Source: an optimization exercise on an open RTL-to-GDS flow (aim: small area). Production flows keep margins and buffers that such runs may drop. Only simulation tests tie the RTL to the original design; equivalence was not proved. Power and IR drop assume default switching activity.

== v46 ==
Design ip_mem_top, start of the top module:
module ip_mem_top
#(
	parameter int MEM_DEPTH = 16,
	parameter int MEM_WIDTH = 8,
	parameter int AP_DEPTH  = 4
)
(
	input  logic                                 bus_if,
	input  logic                                 reset_n_i,
	input  logic                                 read_i,
	input  logic                                 write_i,
	input  logic [mem_pkg::ADDR_W-1:0]           addr_i,
	input  logic [mem_pkg::SIZE_W-1:0]           size_i,
	input  logic                                 write_valid_i,
	input  logic [MEM_WIDTH*mem_pkg::BYTE_W-1:0] write_data_i,
	output logic                                 grant_o,
	output logic                                 read_valid_o,
	output logic [MEM_WIDTH*mem_pkg::BYTE_W-1:0] read_data_o,
	output logic                                 error_o
);
	logic [1:0]        len;
	logic [IDX_W-1:0]  idx;
	logic [6:0]        head;
	logic              not_empty;
	logic              pop;
	logic              we;
	logic [IDX_W-1:0]  wr_idx;
	logic [IDX_W-1:0]  rd_idx;
	logic              rd_load;
	logic              fwd;
	logic [DEPTH-1:0][DATA_W-1:0] mem;
	ap_decode u_ap_decode
	(
		.addr_i(addr_i), .size_i(size_i), .len_o(len), .idx_o(idx)
	);
	ap_fifo #(.AP_DEPTH(AP_DEPTH), .ENT_W(7)) u_ap_fifo
	(
		.bus_if(bus_if), .reset_n_i(reset_n_i),
		.req_i(read_i || write_i), .ent_i({read_i, len, idx}),
		.pop_i(pop), .grant_o(grant_o), .head_o(head), .not_empty_o(not_empty)
	);
	dp_ctrl u_dp_ctrl
	(
		.bus_if(bus_if), .reset_n_i(reset_n_i),
		.not_empty_i(not_empty), .head_rd_i(head[6]), .head_len_i(head[5:4]),
		.head_idx_i(head[3:0]), .write_valid_i(write_valid_i),
  ...
clock: 6.5 ns
lec_check: 0
cap_margin: 20
core_margin: 2
core_utilization: 70
place_density: 0.8
slew_margin: 20
standard.sh (not shown) runs the stock make flow with config.mk's settings and CLKGATE_MAP_FILE= SYNTH_SCRIPT=/design/flow/synth_recipe.tcl, a recipe that flattens the netlist after the stock synthesis.
==> flow/flow/run.sh <==
#!/bin/bash
# Standard synthesis, then the combinational logic re-mapped for area by ABC (registers kept
# as the standard synthesis made them), then the standard layout with port buffers of the
# smallest size and a clock tree without dummy loads.
set -euo pipefail
HERE=$(pwd)
FLOWDIR=$HERE/flow
RES=$HERE/orfs/results/$FLOW_PLATFORM/ip_mem_top/base
YOSYS=$FLOW_HOME/../tools/install/yosys/bin/yosys
LIB=$FLOW_HOME/platforms/$FLOW_PLATFORM/lib/sky130_fd_sc_hd__tt_025C_1v80.lib

export BUFFER_PORTS_ARGS="-buffer_cell sky130_fd_sc_hd__buf_1"
export CTS_ARGS="-sink_clustering_enable -repair_clock_nets -dont_use_dummy_load -sink_clustering_size 10 -sink_clustering_max_diameter 40 -buf_list sky130_fd_sc_hd__clkbuf_4"

bash standard.sh synth > synth.log 2>&1

cp $RES/1_2_yosys.v $HERE/std_synth.v
DONT_USE=$(sed -n '/^export DONT_USE_CELLS/,/^#/p' $FLOW_HOME/platforms/$FLOW_PLATFORM/config.mk | grep -o 'sky130_fd_sc_hd__[a-z0-9_]*' | sed 's/^/-dont_use /' | tr '\n' ' ')
cat > remap.ys <<EOS
read_liberty -ignore_miss_func $LIB
read_verilog $HERE/std_synth.v
hierarchy -top $FLOW_TOP
blackbox $(cat $FLOWDIR/seq_cells.txt)
flatten
delete t:\$scopeinfo
opt_clean
tee -o $HERE/remap_before.txt stat -liberty $LIB
abc -liberty $LIB $DONT_USE -script $FLOWDIR/area.abc
opt_clean -purge
hilomap -singleton -hicell sky130_fd_sc_hd__conb_1 HI -locell sky130_fd_sc_hd__conb_1 LO
insbuf -buf sky130_fd_sc_hd__buf_4 A X
opt_clean -purge
check
tee -o $HERE/remap_after.txt stat -liberty $LIB
select $FLOW_TOP
write_verilog -noattr -noexpr -nohex -nodec -selected $HERE/remap.v
EOS
$YOSYS -s remap.ys > remap.log 2>&1
cp $HERE/remap.v $RES/1_2_yosys.v
rm -f $RES/1_synth.odb $RES/1_synth.sdc

bash standard.sh finish > standard.log 2>&1
==> flow/flow/area.abc <==
&get -n
&st
&dch -f
&nf -a -p -R 1000
&put
mfs2
&get -n
&st
&dch -f
&nf -a -p -R 1000
&put
topo
Other scripts of this flow, unchanged in this note and not shown: flow/flow/seq_cells.txt
For v15, these inputs were changed with respect to v46:
--- a/flow/flow/area.abc
+++ b/flow/flow/area.abc
@@ -6 +6,7 @@
-mfs2
+mfs2 -a
+&get -n
+&st
+&dch -f
+&nf -a -p -R 1000
+&put
+mfs2 -a
--- a/flow/config.mk
+++ b/flow/config.mk
@@ -10,2 +10,2 @@
-export CORE_UTILIZATION = 70
-export PLACE_DENSITY = 0.8
+export CORE_UTILIZATION = 60
+export PLACE_DENSITY = 0.5
### Flow results
Relative area change from synthesis to final layout (lower): v46. v15 vs. v46: via count now smaller; total routing resource utilization after global routing now smaller.
Input-level comparison between v59 and v15:
==> flow/flow/area.abc <==
&get -n
&st
&dch -f
&nf -a -p -R 1000
&put
mfs2
&get -n
&st
&dch -f
&nf -a -p -R 1000
&put
topo
--- a/flow/config.mk
+++ b/flow/config.mk
@@ -11 +11 @@
-export PLACE_DENSITY = 0.5
+export PLACE_DENSITY = 0.75
The flow did not stop early for v59: all stages ran, and the layout cleared the timing, design-rule and antenna checks.
Comparing v15 with v59, the highest clock frequency the design can meet came out essentially unchanged.
Compared to v15, v59 has final layout net count about 0.3% higher.
The non-clock buffer count of v59 is lower than that of v15.
The lower maximum single-stage delay on the critical path of v15 and v59 is in v59.
On global-route usage over all layers, the lower figure sits with v59, not v15.
Compared with v15, v59 shows a lower met2 track utilization from global routing.
Worst reg2reg path depth: v15 vs v59 identical
Taking v15 as the reference point, the portion of the clock cycle consumed by the worst path in the final layout of v59 falls by 0.17 points.
v59 against v15; last weighted congestion value of the routability-driven placer is up by a few percent.
Comparing v15 and v59, the higher switching power was measured on v15.
Edits applied to the flow inputs when going from v59 to v40:
--- a/flow/flow/area.abc
+++ b/flow/flow/area.abc
@@ -6 +6,7 @@
-mfs2
+mfs2 -a
+&get -n
+&st
+&dch -f
+&nf -a -p -R 1000
+&put
+mfs2 -a
## What came out
Going from v59 to v40, initial DRC count fell 363, vias per cell fell 0.051.
Initial antenna violation count ends up higher on v40.
Changes in v12 relative to v40:
--- a/flow/flow/run.sh
+++ b/flow/flow/run.sh
@@ -42 +42 @@
-bash standard.sh finish > standard.log 2>&1
+bash standard.sh MATCH_CELL_FOOTPRINT=0 RECOVER_POWER=100 finish > standard.log 2>&1
--- a/flow/config.mk
+++ b/flow/config.mk
@@ -11 +10,0 @@
-export PLACE_DENSITY = 0.75
### Flow results
Final checks on v12, whose flow otherwise completed, came back failing, citing max-capacitance violations, max-slew violations.
No stage failed in v40, and the final checks on the layout all came back clean.
~same switching part of the total power in v12 and v40
Taking v40 as the reference, in v12 largest net degree at the start of global routing lower; final cell count without fillers saw little to no change.
v40 → v12: final critical-path share of the clock period went up, data arrival at the endpoint of the critical path higher, register-to-register setup slack dropped 970 ps, hold slack now smaller, highest attainable clock frequency went down 20%.
v12 and v40 ended up with roughly the same first-iteration DRC count.
v12 ends up with higher clock buffer count than v40 does.
Setup changes, v12 to v5
--- a/flow/flow/run.sh
+++ b/flow/flow/run.sh
@@ -42 +42 @@
-bash standard.sh MATCH_CELL_FOOTPRINT=0 RECOVER_POWER=100 finish > standard.log 2>&1
+bash standard.sh finish > standard.log 2>&1
==> flow/flow/area.abc <==
strash
dch -f
amap
mfs2
strash
dch -f
amap
topo
--- a/flow/config.mk
+++ b/flow/config.mk
@@ -10,0 +11 @@
+export PLACE_DENSITY = 0.75
Findings:
v5 was carried through to the last stage, and its layout satisfied the timing, design-rule and antenna checks.
Wire length delta (v5 − v12): favourable
[v5 vs v12] placement-stage worst setup slack: higher in v5
Between v12 and v5, the flow reports final area increasing slightly.
[v5] non-clock inverter count in the final layout rose 53 relative to v12
Taking v12 as the reference point, the met1 usage of v5 falls by 3.9 points.
Power: v5 draws less than v12

==> what the ideal ports hide <==
The flow's constraints put no driver on any port. The routed layouts listed below were extracted and timed again, unchanged, in two steps. Step 1: set_driving_cell puts a clkbuf_16 on bus_if and a buf_2 on each other input, an assumption about the parent block. Step 2 times the ports against the registers' clock, not the clock port: input delays grow and output delays shrink by t, the midpoint of the rising clock arrivals with the driver on. Three values: no drivers, after step 1, after step 2; two values: the first two.
run	shift t [ns]	setup WS [ns]	latest minus earliest clock arrival (ns)	worst register clock-pin slew, ns	worst data-port slew with drivers (ns)
v46	1.070	1.958 / 1.958 / 0.970	0.097 / 0.098	0.11 / 0.11	0.06
v15	1.026	1.958 / 1.958 / 1.278	0.081 / 0.082	0.11 / 0.11	0.10
v59	1.074	1.969 / 1.969 / 1.002	0.093 / 0.092	0.11 / 0.11	0.05
v40	1.043	1.930 / 1.930 / 1.128	0.090 / 0.090	0.11 / 0.11	0.06
v12	1.030	0.820 / 0.849 / -0.181	0.081 / 0.081	0.11 / 0.11	0.09
v5	1.062	1.436 / 1.436 / 1.433	0.111 / 0.111	0.11 / 0.11	0.04
For v12, which loses most, drivers alone change the setup slack by +0.029 ns; drivers and shift together by -1.001 ns.
